This is an optimization exercise on Yosys and OpenROAD, whose aim is small area, not a production implementation. The RTL was checked by simulation tests, not by an equivalence proof against the original design. No activity file was given, so power comes from the tool's default toggle rates.

// servo_pwm_with_nibble_command_link_top
module servo_pwm_with_nibble_command_link_top #(
    parameter int SERVO_COUNT = 3
) (
    input  logic                              clk,
    input  logic                              rst_n,
    input  logic                              in_valid,
    output logic                              in_stall,
    input  logic [spwm_pkg::NIB_W-1:0]        port_nibble,
    output logic                              out_valid,
    input  logic                              out_stall,
    output logic [spwm_pkg::PWM_W-1:0]        pwm_levels,
    output logic [spwm_pkg::CLAW_W-1:0]       claw_event,
    output logic                              frame_error,
    input  logic                              cfg_valid,
    output logic                              cfg_ready,
    input  logic [spwm_pkg::REG_IDX_W-1:0]    cfg_index,
    input  logic [spwm_pkg::CNT_W-1:0]        cfg_data
);
    function automatic logic cmp16(input logic [15:0] x, input logic [15:0] yn, input logic ci);
        logic c;
        c = ci;
        for (int i = 0; i < 16; i++)
            c = (x[i] & yn[i]) | ((x[i] | yn[i]) & c);
        cmp16 = c;
    endfunction
    function automatic logic ge9(input logic [8:0] x, input logic [8:0] y);
        logic c;
        c = 1'b1;
        for (int i = 0; i < 9; i++)
            c = (x[i] & ~y[i]) | ((x[i] | ~y[i]) & c);
        ge9 = c;
    endfunction
    function automatic logic ges10(input logic [9:0] x, input logic [9:0] y);
        logic c;
        logic [9:0] xs, ys;
        xs = {~x[9], x[8:0]};
        ys = {~y[9], y[8:0]};
        c = 1'b1;
        for (int i = 0; i < 10; i++)
            c = (xs[i] & ~ys[i]) | ((xs[i] | ~ys[i]) & c);
        ges10 = c;
    endfunction
    function automatic logic [3:0] div5_step(input logic [2:0] r, input logic b);
        logic q;
        logic [2:0] n;
        q    = r[2] | (r[1] & (r[0] | b));
        n[2] = (r[1] & ~r[0] & ~b) | (r[2] & b);
        n[1] = (~r[1] & r[0]) | (r[1] & r[0] & b) | (r[2] & ~b);
        n[0] = (~r[2] & ~r[1] & b) | (r[1] & r[0] & ~b) | (r[2] & ~b);
        div5_step = {q, n};
    endfunction
  ...
Size: roughly 1200 cells after synthesis, ~0.011 mm2 of cells after synthesis.
export LEC_CHECK = 0
export ABC_AREA = 1
export CAP_MARGIN = 20
export CORE_MARGIN = 2
export CORE_UTILIZATION = 65
export CTS_BUF_LIST = sky130_fd_sc_hd__clkbuf_8
export SLEW_MARGIN = 20
create_clock -name core_clock -period 12.0 [get_ports {clk}]
standard.sh (not shown) runs the stock make flow with config.mk's settings and CLKGATE_MAP_FILE= SYNTH_SCRIPT=/design/flow/synth_recipe.tcl, a recipe that flattens the netlist after the stock synthesis.
==> flow/flow/run.sh <==
#!/bin/bash
set -euo pipefail
W=$(pwd)
RES=orfs/results/${FLOW_PLATFORM}/servo_pwm_with_nibble_command_link_top/base
export AREA_ABC_SCRIPT=$W/flow/abc_area.script

# reference: the standard synthesis, in a folder of its own
sed "s|WORK_HOME=[^ ]*|WORK_HOME=$W/ref|" standard.sh > ref_standard.sh
bash ref_standard.sh synth > synth_ref.log 2>&1

# the area synthesis and the rest of the layout
sed "s|SYNTH_SCRIPT=[^ ]*|SYNTH_SCRIPT=$W/flow/synth_area.tcl|" standard.sh > area_standard.sh
bash area_standard.sh synth > synth_area.log 2>&1

python3 flow/flops.py ref/results/${FLOW_PLATFORM}/servo_pwm_with_nibble_command_link_top/base/1_2_yosys.v > flops_ref.txt
python3 flow/flops.py $RES/1_2_yosys.v > flops_area.txt
if ! cmp -s flops_ref.txt flops_area.txt || [ ! -s flops_ref.txt ]; then
  echo "flip-flops differ from the standard synthesis; using the standard netlist" | tee fallback.txt
  rm -f $RES/1_synth.odb $RES/1_synth.sdc
  cp ref/results/${FLOW_PLATFORM}/servo_pwm_with_nibble_command_link_top/base/1_2_yosys.v $RES/1_2_yosys.v
  bash area_standard.sh synth > synth_fallback.log 2>&1
fi

bash area_standard.sh "BUFFER_PORTS_ARGS=-buffer_cell sky130_fd_sc_hd__buf_1" \
  "CTS_ARGS=-sink_clustering_enable -sink_clustering_size 30 -sink_clustering_max_diameter 120 -repair_clock_nets -buf_list sky130_fd_sc_hd__clkbuf_16 -dont_use_dummy_load" \
  finish > layout.log 2>&1
Other scripts of this flow, unchanged in this note and not shown: flow/flow/abc_area.script, flow/flow/flops.py, flow/flow/synth_area.tcl
Next try:
--- a/flow/flow/run.sh
+++ b/flow/flow/run.sh
@@ -25 +25 @@
-  "CTS_ARGS=-sink_clustering_enable -sink_clustering_size 30 -sink_clustering_max_diameter 120 -repair_clock_nets -buf_list sky130_fd_sc_hd__clkbuf_16 -dont_use_dummy_load" \
+  "CTS_ARGS=-sink_clustering_enable -repair_clock_nets -buf_list sky130_fd_sc_hd__clkbuf_8 -dont_use_dummy_load" \
The new run went through all stages and came out clean.
Global-route usage fell by 0.15 points.
Cell count fell by 0.41%.
Design area fell by 2.4%.
Wire length fell by 0.61%.
Via count fell by 1.4%.
Register-to-register slack is better by 0.25 ns.


servo_pwm_with_nibble_command_link_top again, from the RTL that the note above started with.
==> flow/config.mk <==
export PLATFORM = sky130hd
export DESIGN_NAME = servo_pwm_with_nibble_command_link_top
export DESIGN_NICKNAME = servo_pwm_with_nibble_command_link_top
export VERILOG_FILES = /design/flow/design.v
export SDC_FILE = /design/flow/constraint.sdc
export NUM_CORES = 4
export LEC_CHECK = 0
export ABC_AREA = 1
export CAP_MARGIN = 0
export CORE_MARGIN = 2
export CORE_UTILIZATION = 65
export CTS_BUF_LIST = sky130_fd_sc_hd__clkbuf_8
export GPL_TIMING_DRIVEN = 0
export SLEW_MARGIN = 0
==> flow/constraint.sdc <==
create_clock -name core_clock -period 12.0 [get_ports {clk}]
set_input_delay 2.4000 -clock core_clock [delete_from_list [all_inputs] [get_ports {clk}]]
set_output_delay 2.4000 -clock core_clock [all_outputs]
set_load 0.01 [all_outputs]
==> flow/flow/run.sh <==
#!/bin/bash
set -euo pipefail
W=$(pwd)
RES=orfs/results/${FLOW_PLATFORM}/servo_pwm_with_nibble_command_link_top/base
export AREA_ABC_SCRIPT=$W/flow/abc_area.script
export FAPOL_SCRIPT=$W/flow/fapol.py

# reference: the standard synthesis, in a folder of its own
sed "s|WORK_HOME=[^ ]*|WORK_HOME=$W/ref|" standard.sh > ref_standard.sh
bash ref_standard.sh synth > synth_ref.log 2>&1

# the area synthesis and the rest of the layout
sed "s|SYNTH_SCRIPT=[^ ]*|SYNTH_SCRIPT=$W/flow/synth_area.tcl|" standard.sh > area_standard.sh
bash area_standard.sh synth > synth_area.log 2>&1 || echo "area synthesis failed" > fallback.txt

python3 flow/flops.py ref/results/${FLOW_PLATFORM}/servo_pwm_with_nibble_command_link_top/base/1_2_yosys.v > flops_ref.txt
python3 flow/flops.py $RES/1_2_yosys.v > flops_area.txt 2>/dev/null || true
if [ -f fallback.txt ] || ! cmp -s flops_ref.txt flops_area.txt || [ ! -s flops_ref.txt ]; then
  echo "using the standard netlist" | tee -a fallback.txt
  rm -f $RES/1_synth.odb $RES/1_synth.sdc
  cp ref/results/${FLOW_PLATFORM}/servo_pwm_with_nibble_command_link_top/base/1_2_yosys.v $RES/1_2_yosys.v
  cp ref/results/${FLOW_PLATFORM}/servo_pwm_with_nibble_command_link_top/base/1_2_yosys.sdc $RES/1_2_yosys.sdc
  bash area_standard.sh synth > synth_fallback.log 2>&1
fi

bash area_standard.sh "BUFFER_PORTS_ARGS=-buffer_cell sky130_fd_sc_hd__buf_1" \
  "CTS_ARGS=-sink_clustering_enable -repair_clock_nets -buf_list sky130_fd_sc_hd__clkbuf_8 -dont_use_dummy_load" \
  finish > layout.log 2>&1
==> flow/flow/fapol.py <==
# Full-adder polarity pass for a Yosys JSON netlist (after extract_fa, before mapping).
# A full adder with all three inputs and both outputs inverted computes the same
# function: FA(~a, ~b, ~c) = (~sum, ~carry). For each 1-bit $fa cell this pass applies
# that identity where it lowers the weighted number of $_NOT_ cells next to adders (an
# inverter between an adder and other logic counts 0.3, as the mapper can often absorb
# it; one that feeds an adder counts 1), and repeats until nothing improves. Only $fa and
# $_NOT_ cells are touched.
import json, sys
from collections import defaultdict

src, dst = sys.argv[1], sys.argv[2]
d = json.load(open(src))
(mname, m), = [(k, v) for k, v in d['modules'].items() if v.get('cells') is not None and
               any(c['type'] == '$fa' for c in v['cells'].values())] or [(None, None)]
if m is None:
    json.dump(d, open(dst, 'w'))
    sys.exit(0)

cells = m['cells']
maxbit = 1
for n in m['netnames'].values():
    for b in n['bits']:
        if isinstance(b, int): maxbit = max(maxbit, b)
for c in cells.values():
    for bits in c['connections'].values():
        for b in bits:
            if isinstance(b, int): maxbit = max(maxbit, b)
portbits = set()
for p in m['ports'].values():
    for b in p['bits']:
        if isinstance(b, int): portbits.add(b)

OUTP = {'Y', 'X', 'Q'}
def outpins(c):
    pd = c.get('port_directions', {})
    return [p for p in c['connections'] if pd.get(p) == 'output' or (not pd and p in OUTP)]

drv = {}
sinks = defaultdict(list)
def rebuild():
    drv.clear(); sinks.clear()
    for name, c in cells.items():
        outs = set(outpins(c))
        for p, bits in c['connections'].items():
            for i, b in enumerate(bits):
                if not isinstance(b, int): continue
                if p in outs: drv[b] = (name, p)
                else: sinks[b].append((name, p, i))
rebuild()

newid = [maxbit]
def nb():
    newid[0] += 1
    return newid[0]
ncount = [0]
def add_not(a, y):
    ncount[0] += 1
    name = f'$fapol$not${ncount[0]}'
    cells[name] = {'hide_name': 1, 'type': '$_NOT_', 'parameters': {}, 'attributes': {},
                   'port_directions': {'A': 'input', 'Y': 'output'},
                   'connections': {'A': [a], 'Y': [y]}}
    drv[y] = (name, 'Y'); sinks[a].append((name, 'A', 0))
    return name

def is_not(name):
    return cells[name]['type'] == '$_NOT_'
def not_of(b):
    """an existing NOT cell whose input is b"""
    for (cn, p, i) in sinks.get(b, []):
        if cells.get(cn) and is_not(cn): return cn
    return None

W = 1.0
LW = float(__import__('os').environ.get('FAPOL_LW', '0.3'))
def benefit(f):
    c = cells[f]; gain = 0
    for p in ('A', 'B', 'C'):
        b = c['connections'][p][0]
        if not isinstance(b, int): return -99
        dv = drv.get(b)
        if dv and is_not(dv[0]):
            if len(sinks[b]) == 1 and b not in portbits: gain += 1
        else:
            if not_of(b) is None: gain -= 1
    for p in ('X', 'Y'):
        o = c['connections'][p][0]
        ss = sinks.get(o, [])
        if not ss and o not in portbits: continue
        nots = [s for s in ss if is_not(s[0])]
        for s in nots:
            y = cells[s[0]]['connections']['Y'][0]
            if y in portbits: return -99
            gain += W if any(cells[t[0]]['type'] == '$fa' for t in sinks.get(y, [])) else LW
        rest = [s for s in ss if not is_not(s[0])]
        if rest or o in portbits:
            gain -= W if (o in portbits or any(cells[t[0]]['type'] == '$fa' for t in rest)) else LW
    return gain

def flip(f):
    c = cells[f]
    for p in ('A', 'B', 'C'):
        b = c['connections'][p][0]
        sinks[b] = [s for s in sinks[b] if not (s[0] == f and s[1] == p)]
        dv = drv.get(b)
        if dv and is_not(dv[0]):
            x = cells[dv[0]]['connections']['A'][0]
            c['connections'][p] = [x]; sinks[x].append((f, p, 0))
            if not sinks[b] and b not in portbits:
                g = dv[0]
                sinks[x] = [s for s in sinks[x] if s[0] != g]
                del cells[g]; del drv[b]
        else:
            g = not_of(b)
            if g is None:
                y = nb(); add_not(b, y)
            else:
                y = cells[g]['connections']['Y'][0]
            c['connections'][p] = [y]; sinks[y].append((f, p, 0))
    for p in ('X', 'Y'):
        o = c['connections'][p][0]
        ss = list(sinks.get(o, []))
        if not ss and o not in portbits:
            w = nb(); c['connections'][p] = [w]; drv[w] = (f, p); drv.pop(o, None); continue
        w = nb(); c['connections'][p] = [w]; drv[w] = (f, p)
        rest = []
        for s in ss:
            if is_not(s[0]):
                g = s[0]; y = cells[g]['connections']['Y'][0]
                # every use of y now uses w
                for (cn, pp, i) in sinks.get(y, []):
                    cells[cn]['connections'][pp][i] = w; sinks[w].append((cn, pp, i))
                sinks.pop(y, None); drv.pop(y, None); del cells[g]
            else:
                rest.append(s)
        sinks[o] = []
        drv.pop(o, None)
        if rest or o in portbits:
            add_not(w, o)
            sinks[o] = rest

def notcount():
    return sum(1 for c in cells.values() if c['type'] == '$_NOT_')

before = notcount()
for it in range(20):
    changed = 0
    for f in [n for n, c in cells.items() if c['type'] == '$fa']:
        if f in cells and cells[f]['parameters'].get('WIDTH', '1').lstrip('0') == '1' and benefit(f) > 1e-9:
            flip(f); changed += 1
    if not changed: break
print(f'fapol: $_NOT_ cells {before} -> {notcount()}', file=sys.stderr)
# nets: add names for new bits is not needed; yosys creates wires for unnamed bits
json.dump(d, open(dst, 'w'))
Other scripts of this flow, unchanged in this note and not shown: flow/flow/abc_area.script, flow/flow/flops.py, flow/flow/synth_area.tcl
The baseline produced a clean layout.
Change:
- CAP_MARGIN: 0 -> 20
- CORE_UTILIZATION: 65 -> 80
- GPL_TIMING_DRIVEN: 0 -> not set
- SLEW_MARGIN: 0 -> 20
Outcome: Combinational power grows by about 3%. Cell count decreases by 3.1%. Fmax fell by 1.3%.
Change:
--- a/flow/flow/fapol.py
+++ b/flow/flow/fapol.py
@@ -4,4 +4,2 @@
-# that identity where it lowers the weighted number of $_NOT_ cells next to adders (an
-# inverter between an adder and other logic counts 0.3, as the mapper can often absorb
-# it; one that feeds an adder counts 1), and repeats until nothing improves. Only $fa and
-# $_NOT_ cells are touched.
+# that identity where it lowers the number of $_NOT_ cells next to adders, and repeats
+# until nothing improves. Only $fa and $_NOT_ cells are touched.
@@ -73,2 +70,0 @@
-W = 1.0
-LW = float(__import__('os').environ.get('FAPOL_LW', '0.3'))
@@ -93,4 +89,2 @@
-            gain += W if any(cells[t[0]]['type'] == '$fa' for t in sinks.get(y, [])) else LW
-        rest = [s for s in ss if not is_not(s[0])]
-        if rest or o in portbits:
-            gain -= W if (o in portbits or any(cells[t[0]]['type'] == '$fa' for t in rest)) else LW
+        gain += len(nots)
+        if len(nots) < len(ss) or o in portbits: gain -= 1
@@ -148 +142 @@
-        if f in cells and cells[f]['parameters'].get('WIDTH', '1').lstrip('0') == '1' and benefit(f) > 1e-9:
+        if f in cells and cells[f]['parameters'].get('WIDTH', '1').lstrip('0') == '1' and benefit(f) > 0:
- CORE_UTILIZATION: 80 -> 65
Outcome: Setup slack improves by 0.39 ns. Routed wire length is lower by 8.6%. Hold slack improves by 0.0055 ns. Non-clock buffer count rose by 5. Core utilization shrinks by 17 points. Power goes up by 0.92%. Area after synthesis goes up by 0.45%.
Change:
--- a/flow/flow/fapol.py
+++ b/flow/flow/fapol.py
@@ -4,2 +4,4 @@
-# that identity where it lowers the number of $_NOT_ cells next to adders, and repeats
-# until nothing improves. Only $fa and $_NOT_ cells are touched.
+# that identity where it lowers the weighted number of $_NOT_ cells next to adders (an
+# inverter between an adder and other logic counts 0.3, as the mapper can often absorb
+# it; one that feeds an adder counts 1), and repeats until nothing improves. Only $fa and
+# $_NOT_ cells are touched.
@@ -70,0 +73,2 @@
+W = 1.0
+LW = float(__import__('os').environ.get('FAPOL_LW', '0.3'))
@@ -89,2 +93,4 @@
-        gain += len(nots)
-        if len(nots) < len(ss) or o in portbits: gain -= 1
+            gain += W if any(cells[t[0]]['type'] == '$fa' for t in sinks.get(y, [])) else LW
+        rest = [s for s in ss if not is_not(s[0])]
+        if rest or o in portbits:
+            gain -= W if (o in portbits or any(cells[t[0]]['type'] == '$fa' for t in rest)) else LW
@@ -142 +148 @@
-        if f in cells and cells[f]['parameters'].get('WIDTH', '1').lstrip('0') == '1' and benefit(f) > 0:
+        if f in cells and cells[f]['parameters'].get('WIDTH', '1').lstrip('0') == '1' and benefit(f) > 1e-9:
Sequential power is about the same.
Wire length went up by 0.33%.
Count of clock-buffer cells in the layout is unchanged.
Global-route usage went down by 0.32 points.
Design area is lower by 0.93%.
Fmax decreases by 1.9%.
Area after synthesis falls by 0.45%.

separate check: timing with driven ports:
The results above use ideal ports. As a check the final layouts listed here were re-extracted and re-timed, cells and wires unchanged. Step 1 (the two cells are an assumption about what drives the block):
set clk [get_ports {clk}]
set_driving_cell -lib_cell sky130_fd_sc_hd__clkbuf_16 $clk
set_driving_cell -lib_cell sky130_fd_sc_hd__buf_2 [delete_from_list [all_inputs] $clk]
Step 2 times the ports against the registers' clock, not the clock port: input delays grow and output delays shrink by t, the midpoint of the rising clock arrivals with the driver on. a / b / c = ideal ports / drivers / drivers and shift; a / b = the first two.
run | shift t [ns] | setup slack, ns | worst data-port slew with drivers (ns)
the first run of note 1 | 0.466 | 0.690 / 0.690 / 0.690 | 0.03
the second run of note 1 | 0.495 | 0.942 / 0.942 / 0.901 | 0.05
the first run of note 2 | 0.488 | 0.665 / 0.665 / 0.265 | 0.03
the second run of note 2 | 0.514 | 0.520 / 0.520 / 0.520 | 0.03
the third run of note 2 | 0.492 | 0.914 / 0.914 / 0.557 | 0.03
the fourth run of note 2 | 0.507 | 0.705 / 0.705 / 0.636 | 0.03
After both steps setup and hold are still met in every run listed. The setup slack of the first run of note 2, which loses most, moves by 0.000 ns with the drivers and by -0.400 ns with both steps.
